Source: an optimization exercise on an open RTL-to-GDS flow (aim: small area, a short achievable clock period and few clock cycles). Production flows keep margins and buffers that such runs may drop. The RTL was checked by simulation tests, not by an equivalence proof against the original design.

$ cat constraint.sdc
create_clock -name core_clock -period 13.0 [get_ports {clk}]
set_input_delay 2.6000 -clock core_clock [delete_from_list [all_inputs] [get_ports {clk}]]
set_output_delay 2.6000 -clock core_clock [all_outputs]
set_load 0.01 [all_outputs]
$ cat config.mk
export PLATFORM = sky130hd
export DESIGN_NAME = sw_aligner
export DESIGN_NICKNAME = sw_aligner
export VERILOG_FILES = /design/flow/design.v
export SDC_FILE = /design/flow/constraint.sdc
export NUM_CORES = 4
export LEC_CHECK = 0
export CAP_MARGIN = 20
export CORE_MARGIN = 2
export CORE_UTILIZATION = 40
export SLEW_MARGIN = 20
$ cat design.v
package sw_pkg;
    typedef logic signed [13:0] score_t;
    typedef logic [1:0] base_t;
    typedef logic [5:0] row_t;
    typedef logic [10:0] step_t;
    localparam score_t NEG_INF        = -14'sd4096;
    localparam score_t MATCH_SCORE    = 14'sd2;
    localparam score_t MISMATCH_SCORE = -14'sd3;
    typedef struct packed {
        base_t base;
        logic  last;
    } sym_t;
    typedef struct packed {
        score_t v;
        score_t i;
        score_t d;
    } cell_t;
    typedef struct packed {
        score_t score;
        row_t   row;
        step_t  col;
        step_t  end_step;
        logic   xdrop_hit;
    } align_result_t;
endpackage
`timescale 1ns/100ps
module sw_pe
#(
    parameter int P_ROW        = 0,
    parameter int P_GAP_OPEN   = -12,
    parameter int P_GAP_EXTEND = -1
) (
    input  logic   i_clk,
    input  logic   i_rst,
    input  logic   i_load,
    input  logic   i_step,
    input  sw_pkg::base_t  i_row_base,
    input  sw_pkg::base_t  i_col,
    input  logic   i_col_valid,
    input  sw_pkg::cell_t  i_top,
    input  sw_pkg::score_t i_diag,
    output sw_pkg::cell_t  o_cell,
    output sw_pkg::score_t o_diag,
    output sw_pkg::base_t  o_col,
    output logic   o_col_valid
);
    localparam sw_pkg::score_t OPEN_EXT  = sw_pkg::score_t'(P_GAP_OPEN + P_GAP_EXTEND);
    localparam sw_pkg::score_t EXT       = sw_pkg::score_t'(P_GAP_EXTEND);
    localparam sw_pkg::score_t LEFT_INIT = sw_pkg::score_t'(P_GAP_OPEN + P_GAP_EXTEND * (P_ROW + 1));
    sw_pkg::base_t  row_base_q;
    sw_pkg::cell_t  cell_q;
    sw_pkg::score_t diag_q;
    sw_pkg::base_t  col_q;
    logic   col_valid_q;
    sw_pkg::score_t sub;
    sw_pkg::score_t i_new;
    sw_pkg::score_t d_new;
    sw_pkg::score_t v_new;
    logic   compute;
    assign compute = i_step && i_col_valid;
    always_comb begin
        sub = (row_base_q == i_col) ? sw_pkg::MATCH_SCORE : sw_pkg::MISMATCH_SCORE;
        i_new = cell_q.v + OPEN_EXT;
        if (cell_q.i + EXT > i_new) begin
            i_new = cell_q.i + EXT;
        end
        d_new = i_top.v + OPEN_EXT;
        if (i_top.d + EXT > d_new) begin
            d_new = i_top.d + EXT;
        end
        v_new = i_diag + sub;
        if (i_new > v_new) begin
            v_new = i_new;
        end
        if (d_new > v_new) begin
            v_new = d_new;
        end
    end
    always_ff @(posedge i_clk) begin
        if (i_load) begin
            row_base_q <= i_row_base;
            cell_q.v   <= LEFT_INIT;
            cell_q.i   <= sw_pkg::NEG_INF;
            cell_q.d   <= sw_pkg::NEG_INF;
            diag_q     <= LEFT_INIT;
        end else if (compute) begin
            cell_q.v <= v_new;
            cell_q.i <= i_new;
            cell_q.d <= d_new;
            diag_q   <= cell_q.v;
        end
        if (i_step) begin
            col_q <= i_col;
        end
    end
    always_ff @(posedge i_clk or posedge i_rst) begin
        if (i_rst) begin
            col_valid_q <= 1'b0;
        end else if (i_load) begin
            col_valid_q <= 1'b0;
        end else if (i_step) begin
            col_valid_q <= i_col_valid;
        end
    end
    assign o_cell      = cell_q;
    assign o_diag      = diag_q;
    assign o_col       = col_q;
    assign o_col_valid = col_valid_q;
endmodule
`timescale 1ns/100ps
module sw_pe_array
#(
    parameter int P_NUM_PE     = 8,
    parameter int P_GAP_OPEN   = -12,
    parameter int P_GAP_EXTEND = -1
) (
    input  logic                  i_clk,
    input  logic                  i_rst,
    input  logic                  i_load,
    input  logic                  i_step,
    input  sw_pkg::base_t [P_NUM_PE-1:0]  i_query,
    input  sw_pkg::base_t                 i_feed,
    input  logic                  i_feed_valid,
    output sw_pkg::score_t [P_NUM_PE-1:0] o_step_v
);
    localparam sw_pkg::score_t OPEN_EXT = sw_pkg::score_t'(P_GAP_OPEN + P_GAP_EXTEND);
    localparam sw_pkg::score_t EXT      = sw_pkg::score_t'(P_GAP_EXTEND);
    sw_pkg::step_t  col_cnt;
    sw_pkg::score_t h0_q;
    sw_pkg::cell_t  top_cell;
    sw_pkg::score_t top_diag;
    localparam int CW = 3 * 14;
    logic [CW*P_NUM_PE-1:0] pe_cell;
    sw_pkg::score_t [P_NUM_PE-1:0] pe_diag;
    sw_pkg::base_t  [P_NUM_PE-1:0] pe_col;
    logic           [P_NUM_PE-1:0] pe_col_valid;
    always_comb begin
        top_cell.v = (col_cnt == '0) ? OPEN_EXT : h0_q + EXT;
        top_cell.i = sw_pkg::NEG_INF;
        top_cell.d = sw_pkg::NEG_INF;
        top_diag   = h0_q;
    end
    always_ff @(posedge i_clk or posedge i_rst) begin
        if (i_rst) begin
            col_cnt <= '0;
        end else if (i_load) begin
            col_cnt <= '0;
        end else if (i_step && i_feed_valid) begin
            col_cnt <= col_cnt + 1'b1;
        end
    end
    always_ff @(posedge i_clk) begin
        if (i_load) begin
            h0_q <= '0;
        end else if (i_step && i_feed_valid) begin
            h0_q <= top_cell.v;
        end
    end
    for (genvar g = 0; g < P_NUM_PE; g++) begin : g_pe
        sw_pkg::cell_t  in_top;
        sw_pkg::cell_t  out_cell;
        sw_pkg::score_t in_diag;
        sw_pkg::base_t  in_col;
        logic   in_col_valid;
        if (g == 0) begin : g_first
            assign in_top       = top_cell;
            assign in_diag      = top_diag;
            assign in_col       = i_feed;
            assign in_col_valid = i_feed_valid;
        end else begin : g_chain
            assign in_top       = pe_cell[CW*(g-1) +: CW];
            assign in_diag      = pe_diag[g-1];
            assign in_col       = pe_col[g-1];
            assign in_col_valid = pe_col_valid[g-1];
        end
        sw_pe #(
            .P_ROW        (g),
            .P_GAP_OPEN   (P_GAP_OPEN),
            .P_GAP_EXTEND (P_GAP_EXTEND)
        ) u_sw_pe (
            .i_clk       (i_clk),
            .i_rst       (i_rst),
            .i_load      (i_load),
            .i_step      (i_step),
            .i_row_base  (i_query[g]),
            .i_col       (in_col),
            .i_col_valid (in_col_valid),
            .i_top       (in_top),
            .i_diag      (in_diag),
            .o_cell      (out_cell),
            .o_diag      (pe_diag[g]),
            .o_col       (pe_col[g]),
            .o_col_valid (pe_col_valid[g])
        );
        assign pe_cell[CW*g +: CW] = out_cell;
        assign o_step_v[g] = pe_col_valid[g] ? out_cell.v : sw_pkg::NEG_INF;
    end
endmodule
`timescale 1ns/100ps
module sw_max_tree
#(
    parameter int P_NUM_PE = 8
) (
    input  sw_pkg::score_t [P_NUM_PE-1:0] i_scores,
    output sw_pkg::score_t                o_max,
    output sw_pkg::row_t                  o_row
);
    localparam int     LEVELS = (P_NUM_PE > 1) ? $clog2(P_NUM_PE) : 0;
    localparam int     WIDTH  = 1 << LEVELS;
    localparam sw_pkg::score_t PAD    = sw_pkg::NEG_INF - 14'sd1;
    sw_pkg::score_t node_v [1:2*WIDTH-1];
    sw_pkg::row_t   node_r [1:2*WIDTH-1];
    for (genvar k = 0; k < WIDTH; k++) begin : g_leaf
        if (k < P_NUM_PE) begin : g_real
            assign node_v[WIDTH+k] = i_scores[k];
        end else begin : g_pad
            assign node_v[WIDTH+k] = PAD;
        end
        assign node_r[WIDTH+k] = sw_pkg::row_t'(k);
    end
    for (genvar n = 1; n < WIDTH; n++) begin : g_node
        logic pick_hi;
        assign pick_hi   = $signed(node_v[2*n+1]) >= $signed(node_v[2*n]);
        assign node_v[n] = pick_hi ? node_v[2*n+1] : node_v[2*n];
        assign node_r[n] = pick_hi ? node_r[2*n+1] : node_r[2*n];
    end
    assign o_max = node_v[1];
    assign o_row = node_r[1];
endmodule
`timescale 1ns/100ps
module sw_best_tracker
#(
    parameter int P_XDROP = 250
) (
    input  logic          i_clk,
    input  logic          i_rst,
    input  logic          i_clear,
    input  logic          i_eval,
    input  sw_pkg::step_t         i_step_num,
    input  sw_pkg::score_t        i_step_max,
    input  sw_pkg::row_t          i_step_row,
    output sw_pkg::align_result_t o_best,
    output logic          o_stop
);
    sw_pkg::score_t best_score;
    sw_pkg::row_t   best_row;
    sw_pkg::step_t  best_col;
    sw_pkg::score_t limit;
    sw_pkg::step_t  cand_col;
    assign limit    = best_score - sw_pkg::score_t'(P_XDROP);
    assign cand_col = i_step_num - sw_pkg::step_t'(i_step_row);
    always_ff @(posedge i_clk or posedge i_rst) begin
        if (i_rst) begin
            best_score <= sw_pkg::NEG_INF;
            best_row   <= '0;
            best_col   <= '0;
            o_stop     <= 1'b0;
        end else if (i_clear) begin
            best_score <= sw_pkg::NEG_INF;
            best_row   <= '0;
            best_col   <= '0;
            o_stop     <= 1'b0;
        end else if (i_eval && !o_stop) begin
            if (i_step_max >= best_score) begin
                best_score <= i_step_max;
                best_row   <= i_step_row;
                best_col   <= cand_col;
            end
            if (i_step_max < limit) begin
                o_stop <= 1'b1;
            end
        end
    end
    assign o_best = {best_score, best_row, best_col, 11'd0, 1'b0};
endmodule
`timescale 1ns/100ps
module sw_ctrl
#(
    parameter int P_NUM_PE = 8
) (
    input  logic          i_clk,
    input  logic          i_rst,
    input  logic          i_job_req,
    output logic          o_job_ack,
    input  logic          i_sym_req,
    input  sw_pkg::sym_t          i_sym,
    output logic          o_sym_ack,
    output logic          o_res_req,
    output sw_pkg::align_result_t o_res,
    input  logic          i_res_ack,
    input  logic          i_stop,
    input  sw_pkg::align_result_t i_best,
    output logic          o_load,
    output logic          o_step,
    output logic          o_eval,
    output logic          o_clear,
    output sw_pkg::base_t         o_feed,
    output logic          o_feed_valid,
    output sw_pkg::step_t         o_step_num
);
    typedef enum logic [2:0] {
        ST_IDLE,
        ST_RUN,
        ST_FLUSH,
        ST_DRAIN,
        ST_RESULT
    } state_t;
    state_t state;
    sw_pkg::step_t  step_cnt;
    sw_pkg::step_t  eval_num;
    sw_pkg::step_t  done_num;
    sw_pkg::row_t   flush_cnt;
    logic   drain_done;
    logic   sym_take;
    assign sym_take   = (state == ST_RUN) && i_sym_req && !o_sym_ack;
    assign drain_done = (state == ST_DRAIN) && !o_step && !o_eval;
    always_ff @(posedge i_clk or posedge i_rst) begin
        if (i_rst) begin
            state        <= ST_IDLE;
            o_job_ack    <= 1'b0;
            o_sym_ack    <= 1'b0;
            o_res_req    <= 1'b0;
            o_load       <= 1'b0;
            o_clear      <= 1'b0;
            o_step       <= 1'b0;
            o_eval       <= 1'b0;
            o_feed_valid <= 1'b0;
            step_cnt     <= '0;
            eval_num     <= '0;
            done_num     <= '0;
            flush_cnt    <= '0;
        end else begin
            o_load   <= 1'b0;
            o_clear  <= 1'b0;
            o_step   <= 1'b0;
            o_eval   <= o_step;
            eval_num <= step_cnt;
            if (o_eval && !i_stop) begin
                done_num <= eval_num;
            end
            if (o_job_ack && !i_job_req) begin
                o_job_ack <= 1'b0;
            end
            if (o_sym_ack && !i_sym_req) begin
                o_sym_ack <= 1'b0;
            end
            case (state)
                ST_IDLE: begin
                    if (i_job_req && !o_job_ack) begin
                        o_job_ack <= 1'b1;
                        o_load    <= 1'b1;
                        o_clear   <= 1'b1;
                        step_cnt  <= '0;
                        state     <= ST_RUN;
                    end
                end
                ST_RUN: begin
                    if (sym_take) begin
                        o_sym_ack <= 1'b1;
                        if (!i_stop) begin
                            o_step       <= 1'b1;
                            o_feed_valid <= 1'b1;
                            step_cnt     <= step_cnt + 1'b1;
                        end
                        if (i_sym.last) begin
                            flush_cnt <= sw_pkg::row_t'(P_NUM_PE - 1);
                            state     <= i_stop ? ST_DRAIN : ST_FLUSH;
                        end
                    end
                end
                ST_FLUSH: begin
                    o_feed_valid <= 1'b0;
                    if (i_stop || flush_cnt == '0) begin
                        state <= ST_DRAIN;
                    end else begin
                        o_step    <= 1'b1;
                        step_cnt  <= step_cnt + 1'b1;
                        flush_cnt <= flush_cnt - 1'b1;
                    end
                end
                ST_DRAIN: begin
                    if (drain_done) begin
                        o_res_req <= 1'b1;
                        state     <= ST_RESULT;
                    end
                end
                ST_RESULT: begin
                    if (o_res_req && i_res_ack) begin
                        o_res_req <= 1'b0;
                    end else if (!o_res_req && !i_res_ack) begin
                        state <= ST_IDLE;
                    end
                end
                default: begin
                    state <= ST_IDLE;
                end
            endcase
        end
    end
    always_ff @(posedge i_clk) begin
        if (sym_take) begin
            o_feed <= i_sym.base;
        end
        if (drain_done) begin
            o_res <= {i_best.score, i_best.row, i_best.col, done_num, i_stop};
        end
    end
    assign o_step_num = eval_num;
endmodule
`timescale 1ns/100ps
module sw_align_top
#(
    parameter int P_NUM_PE     = 8,
    parameter int P_GAP_OPEN   = -12,
    parameter int P_GAP_EXTEND = -1,
    parameter int P_XDROP      = 250
) (
    input  logic                 i_clk,
    input  logic                 i_rst,
    input  logic                 i_job_req,
    input  sw_pkg::base_t [P_NUM_PE-1:0] i_query,
    output logic                 o_job_ack,
    input  logic                 i_sym_req,
    input  sw_pkg::sym_t                 i_sym,
    output logic                 o_sym_ack,
    output logic                 o_res_req,
    output sw_pkg::align_result_t        o_res,
    input  logic                 i_res_ack
);
    logic                  load;
    logic                  step;
    logic                  eval;
    logic                  clear;
    sw_pkg::base_t                 feed;
    logic                  feed_valid;
    sw_pkg::step_t                 step_num;
    logic                  stop;
    sw_pkg::align_result_t         best;
    sw_pkg::score_t [P_NUM_PE-1:0] step_v;
    sw_pkg::score_t                step_max;
    sw_pkg::row_t                  step_row;
    sw_ctrl #(
        .P_NUM_PE (P_NUM_PE)
    ) u_sw_ctrl (
        .i_clk        (i_clk),
        .i_rst        (i_rst),
        .i_job_req    (i_job_req),
        .o_job_ack    (o_job_ack),
        .i_sym_req    (i_sym_req),
        .i_sym        (i_sym),
        .o_sym_ack    (o_sym_ack),
        .o_res_req    (o_res_req),
        .o_res        (o_res),
        .i_res_ack    (i_res_ack),
        .i_stop       (stop),
        .i_best       (best),
        .o_load       (load),
        .o_step       (step),
        .o_eval       (eval),
        .o_clear      (clear),
        .o_feed       (feed),
        .o_feed_valid (feed_valid),
        .o_step_num   (step_num)
    );
    sw_pe_array #(
        .P_NUM_PE     (P_NUM_PE),
        .P_GAP_OPEN   (P_GAP_OPEN),
        .P_GAP_EXTEND (P_GAP_EXTEND)
    ) u_sw_pe_array (
        .i_clk        (i_clk),
        .i_rst        (i_rst),
        .i_load       (load),
        .i_step       (step),
        .i_query      (i_query),
        .i_feed       (feed),
        .i_feed_valid (feed_valid),
        .o_step_v     (step_v)
    );
    sw_max_tree #(
        .P_NUM_PE (P_NUM_PE)
    ) u_sw_max_tree (
        .i_scores (step_v),
        .o_max    (step_max),
        .o_row    (step_row)
    );
    sw_best_tracker #(
        .P_XDROP (P_XDROP)
    ) u_sw_best_tracker (
        .i_clk      (i_clk),
        .i_rst      (i_rst),
        .i_clear    (clear),
        .i_eval     (eval),
        .i_step_num (step_num),
        .i_step_max (step_max),
        .i_step_row (step_row),
        .o_best     (best),
        .o_stop     (stop)
    );
endmodule
`timescale 1ns/100ps
module sw_aligner (
    input  logic        clk,
    input  logic        rst,
    input  logic        job_req,
    input  logic [31:0] query,
    output logic        job_ack,
    input  logic        sym_req,
    input  logic [1:0]  sym_base,
    input  logic        sym_last,
    output logic        sym_ack,
    output logic        res_req,
    output logic [13:0] res_score,
    output logic [5:0]  res_row,
    output logic [10:0] res_col,
    output logic [10:0] res_end_step,
    output logic        res_xdrop_hit,
    input  logic        res_ack
);
    sw_pkg::align_result_t res;
    sw_align_top #(
        .P_NUM_PE     (16),
        .P_GAP_OPEN   (-12),
        .P_GAP_EXTEND (-1),
        .P_XDROP      (40)
    ) u_sw_align_top (
        .i_clk     (clk),
        .i_rst     (rst),
        .i_job_req (job_req),
        .i_query   (query),
        .o_job_ack (job_ack),
        .i_sym_req (sym_req),
        .i_sym     ({sym_base, sym_last}),
        .o_sym_ack (sym_ack),
        .o_res_req (res_req),
        .o_res     (res),
        .i_res_ack (res_ack)
    );
    assign res_score     = res.score;
    assign res_row       = res.row;
    assign res_col       = res.col;
    assign res_end_step  = res.end_step;
    assign res_xdrop_hit = res.xdrop_hit;
endmodule
$ cat run.sh
#!/bin/bash
# synth_recipe.tcl (not shown) runs the flow's synth.tcl, then flattens the netlist and writes it again
# the make line also repeats each setting of config.mk as NAME=value (left out here)
make -C /OpenROAD-flow-scripts/flow DESIGN_CONFIG=/design/flow/config.mk WORK_HOME=/design/flow/orfs CLKGATE_MAP_FILE= SYNTH_SCRIPT=/design/flow/synth_recipe.tcl finish
==> run summary <==
Setup path:
- The worst setup path category is register to register.
- For the worst setup path, the data required time is 13.70 ns.
- STA classifies the critical path endpoint as a register.
- The largest single stage delay on the critical path is 0.41 ns.
- The slowest cell on the critical path is a221o_2.
- The data arrival time of the critical path is 13.21 ns.
- The maximum fanout count along the critical path is 20.
- The worst setup path is launched from a register.

STA:
- Setup violations remaining at the end of the flow were counted as 0.
- For the pin with the worst max-slew slack, the measured transition is 1.27 ns.
- The tightest slew margin relative to the limit is 15.6%.
- The number of slew-limit violations in the final report is 0.
- The final critical-path required period is 12.51 ns.
- The worst hold slack across all endpoints is 0.399 ns.
- The largest clock skew in the final design is 0.0416 ns.
- The fraction of the cycle the final worst path needs is 96.2%.
- The final hold violation count is 0.
- The highest achievable clock rate is 0.0800 GHz.

GRT:
- For this run the aggregate overflow at the end of global routing stands at 0.
- The total routing usage reported by global routing is 23.4%.
- The first global-routing pass estimated 460000 um of wire.
- The number of antenna violations at the first check in global routing is 4.
- Entering global routing, the biggest net connects 169 pins.
- The via count of the first global-routing pass is 81000.

Route:
- The number of antenna-violating nets in the routed design is 0.
- The average wire length per cell after detail routing is 18.4 um.
- The final route contains 86800 vias.
- The aggregate routed wire length is 294000 um.
- The first routing iteration left 5611 violations.
- Dividing the detail-routed via count by the number of cells gives 5.44.
- The total DRC errors in the routed layout is 0.
- For this run, the detailed router's first-pass iteration total came to 8.

Place:
- Buffers placed on the I/O ports in this run total 83.
- The wire-length estimate of the detail-placed layout is 228000 um.
- The congestion estimate from routability-driven global placement came to 0.927.
- In this run the cell area measured after placement is 102000 sq um.

Yosys:
- Sequential cells were found to cover 24.3% of the synthesized design area.
- The total number of yosys warnings is 22.
- The cell area that synthesis handed to floorplanning was 96600 sq um.
- The number of distinct standard cells referenced by the synthesized netlist is 98.
- The prevailing post-synth register cell is dfxtp_1.
- The cell accounting for the most synthesized area is dfxtp_1.
- The count of flip-flops with a built-in enable after synthesis is 105.
- Sorting the synthesized cells by area gives the leading types as dfxtp_1 (18%), ha_1 (18%), nand2_1 (7.9%).
- The mean instance size in the synthesized netlist is 7.63 sq um.
- Synthesis inferred 1093 register bits.
- The share of synthesized registers carrying an async set or reset is 9.70%.
- Summed over its instances, the top area cell type makes up 18.3% of the synthesized netlist area.
- After technology mapping, the gate count stands at 12700.

Clock tree:
- Clock tree synthesis selected as its root buffer the cell clkbuf_16.
- Clock-pin slew was measured on the worst setup and hold paths at 0.06 ns.
- The count of H-tree levels built during CTS is 4.
- In this run the deepest clock path goes through 3 buffers.
- TritonCTS built the clock tree.
- The tree built by TritonCTS fans out to 1093 sinks.
- The clock insertion delay at the later pin of the skew report is 0.84 ns.
- In this run, CTS created clock tree buffers numbering 143.

Flow run:
- The max-capacitance violation count is 0.

Hold path:
- In this run the worst hold path is classified as register to register.

Floorplanning:
- The overall die area is 246000 sq um.
- After floorplanning, the core was sized to cover 240000 sq um.
- Measured along the y axis, the die boundary spans 495 um.
- 86 I/O pins were placed.
- The initial core utilization is 40.2%.
- Row generation in the floorplan step produced 180 rows.
- The die is 495 um wide.

Final layout:
- In the layout the commonest cells are nand2_1 (2004), ha_1 (1354), a21oi_1 (1178).
- The most common cell after layout, fill and taps aside is nand2_1.
- For this run, the post-layout net count is 14100.
- The share of layout cells above drive strength 1 is 6.02%.
- Once layout is done, the placed cells without fillers occupy 107000 sq um.
- The area growth from synthesis to layout is 11.1%.

Outcome:
- The run finished with no timing, DRC or antenna violations.
-- state kept, by name, summed over array words and instances (netlist names), 2 cells and up --
| signal | flops |
|---|---|
| u_sw_align_top.u_sw_best_tracker.best_col | 11 |
| u_sw_align_top.u_sw_best_tracker.best_row | 4 |
| u_sw_align_top.u_sw_best_tracker.best_score | 14 |
| u_sw_align_top.u_sw_ctrl.done_num | 11 |
| u_sw_align_top.u_sw_ctrl.eval_num | 11 |
| u_sw_align_top.u_sw_ctrl.flush_cnt | 6 |
| u_sw_align_top.u_sw_ctrl.o_feed | 2 |
| u_sw_align_top.u_sw_ctrl.o_res | 41 |
| u_sw_align_top.u_sw_ctrl.state | 3 |
| u_sw_align_top.u_sw_ctrl.step_cnt | 11 |
| u_sw_align_top.u_sw_pe_array.col_cnt | 11 |
| u_sw_align_top.u_sw_pe_array.g_pe.u_sw_pe.cell_q | 658 |
| u_sw_align_top.u_sw_pe_array.g_pe.u_sw_pe.col_q | 30 |
| u_sw_align_top.u_sw_pe_array.g_pe.u_sw_pe.col_valid_q | 16 |
| u_sw_align_top.u_sw_pe_array.g_pe.u_sw_pe.diag_q | 210 |
| u_sw_align_top.u_sw_pe_array.g_pe.u_sw_pe.row_base_q | 32 |
| u_sw_align_top.u_sw_pe_array.h0_q | 14 |
-- per-layer routing --
layer	part of all wire (%)	vias up	GRT usage (%)
li1	-	44400	-
met1	47	40300	31.8
met2	46	1713	39.0
met3	4.1	383	2.32
met4	2.8	0	6.76
met5	0	-	0
-- synthesized netlist by cell type (10+ instances only) --
cell type and count:
or2_2 28, nor2b_1 187, or3_1 87, xor2_1 333, edfxtp_1 105, o311ai_0 28
and3_1 27, o221ai_1 15, nand3_1 457, o21a_1 184, or4_1 25, o31ai_1 42
nor4_1 165, and2_1 93, o21bai_1 148, nand3b_1 11, mux2_2 42, a21oi_1 1189
dfxtp_1 882, o21ai_0 456, a211oi_1 169, nand2_1 2021, nand2b_1 165, inv_1 873
and4_1 30, dfrtp_1 104, a21o_1 162, clkbuf_1 473, xnor2_1 500, o211ai_1 174
o21ai_1 12, o31a_1 82, a311oi_1 10, nand4_1 202, a31oi_1 43, buf_1 58
mux2i_1 385, nor2_1 964, buf_2 24, ha_1 1356, nor3_1 175, fa_1 17
-- cell type report --
| type | count | area, sq um |
|---|---|---|
| clock inverter | 68 | 987 |
| timing repair buffer | 394 | 3230 |
| clock buffer | 196 | 4150 |
| sequential | 1093 | 23500 |
| tap | 3185 | 3990 |
| antenna | 1 | 2.50 |
| inverter | 873 | 3290 |
| fill | 24400 | 133000 |
| multi-input combinational | 10100 | 68200 |
-- through the flow --
stage / util [%] / setup WS, ns / setup TNS (ns) / std cells
2_1_floorplan: - / 0.00917 / 0 / 12700
3_3_place_gp: 42.2 / -0.0442 / -0.0695 / 15600
3_5_place_dp: 42.2 / -0.00353 / -0.00353 / 15600
4_1_cts: 44.4 / 0.168 / 0 / 15900
5_1_grt: 44.7 / -0.176 / -1.52 / 16000
6_report: 44.7 / 0.493 / 0 / 16000
-- path summary, 6_finish.rpt --
check,depth (start not counted),endpoint,from,slack [ns]
setup / recovery,69,u_sw_align_top.u_sw_best_tracker.best_score[0]$_DFFE_PP0P_,register,0.49
hold / removal,0,u_sw_align_top.u_sw_ctrl.eval_num[10]$_DFF_PP0_,u_sw_align_top.u_sw_ctrl.step_cnt[10]$_DFFE_PP0P_,0.40
setup reg to reg,69,u_sw_align_top.u_sw_best_tracker.best_score[0]$_DFFE_PP0P_,register,0.49
hold reg to reg,0,u_sw_align_top.u_sw_ctrl.eval_num[10]$_DFF_PP0_,u_sw_align_top.u_sw_ctrl.step_cnt[10]$_DFFE_PP0P_,0.40
max in group asynchronous,3,u_sw_align_top.u_sw_ctrl.o_load$_DFF_PP0_,rst,9.23
min in group asynchronous,2,asynchronous set/reset pin,rst,2.43
-- logic make-up after synthesis --
family	Yosys count	share of synthesized area [%]
mux	427	4.48
xor+xnor	833	7.55
simple gates	4660	21.8
compound gates	2847	18.3
flops	1093	24.3
buf+inv	1433	5.62
fa+ha+maj	1375	17.9
other cells	1	0.00388
-- worst max-delay path, delay by kind of cell, from the launching register on --
family	cells	cell delay (ns)
AOI/OAI and AO/OA	29	6.00
and+or+nand+nor	22	2.07
adders and majority gates	6	1.69
buffers and inverters	9	1.23
muxes	3	0.94
DFF	1	0.40
-- timing repair --
item                       in CTS  in global routing
hold buffers                    0                  0
pin swaps                       0                 21
setup endpoints to repair       1                 29
gates cloned                    0                  4
gates resized for setup         1                 90
buffers inserted                0                 49
Testbench counts, summed over its fixed seeds: cycles 37,635.

[port drivers added, routing unchanged]
In the flow no input, the clock included, has a driving cell. The finished layout below was timed again as built, in two steps. Step 1 sets driving cells, clkbuf_16 on the clock port and buf_2 on the other inputs (assumed; they add their load-dependent delay and slew). Step 2 also shifts input and output timing later by t, the mid clock arrival at the registers, as if the neighbouring blocks saw the same clock. a / b / c = no drivers / after step 1 / after step 2; a / b = the first two.
t (ns): 0.914
setup WS [ns]: 0.493 / 0.493 / 0.493
hold slack, ns: 0.399 / 0.399 / 0.399
worst data-port slew with drivers (ns): 0.12
pins driven straight from the clock port: 1
After both steps this run still meets setup and hold. The setup slack of this run moves by 0.000 ns with the drivers and by 0.000 ns with both steps.
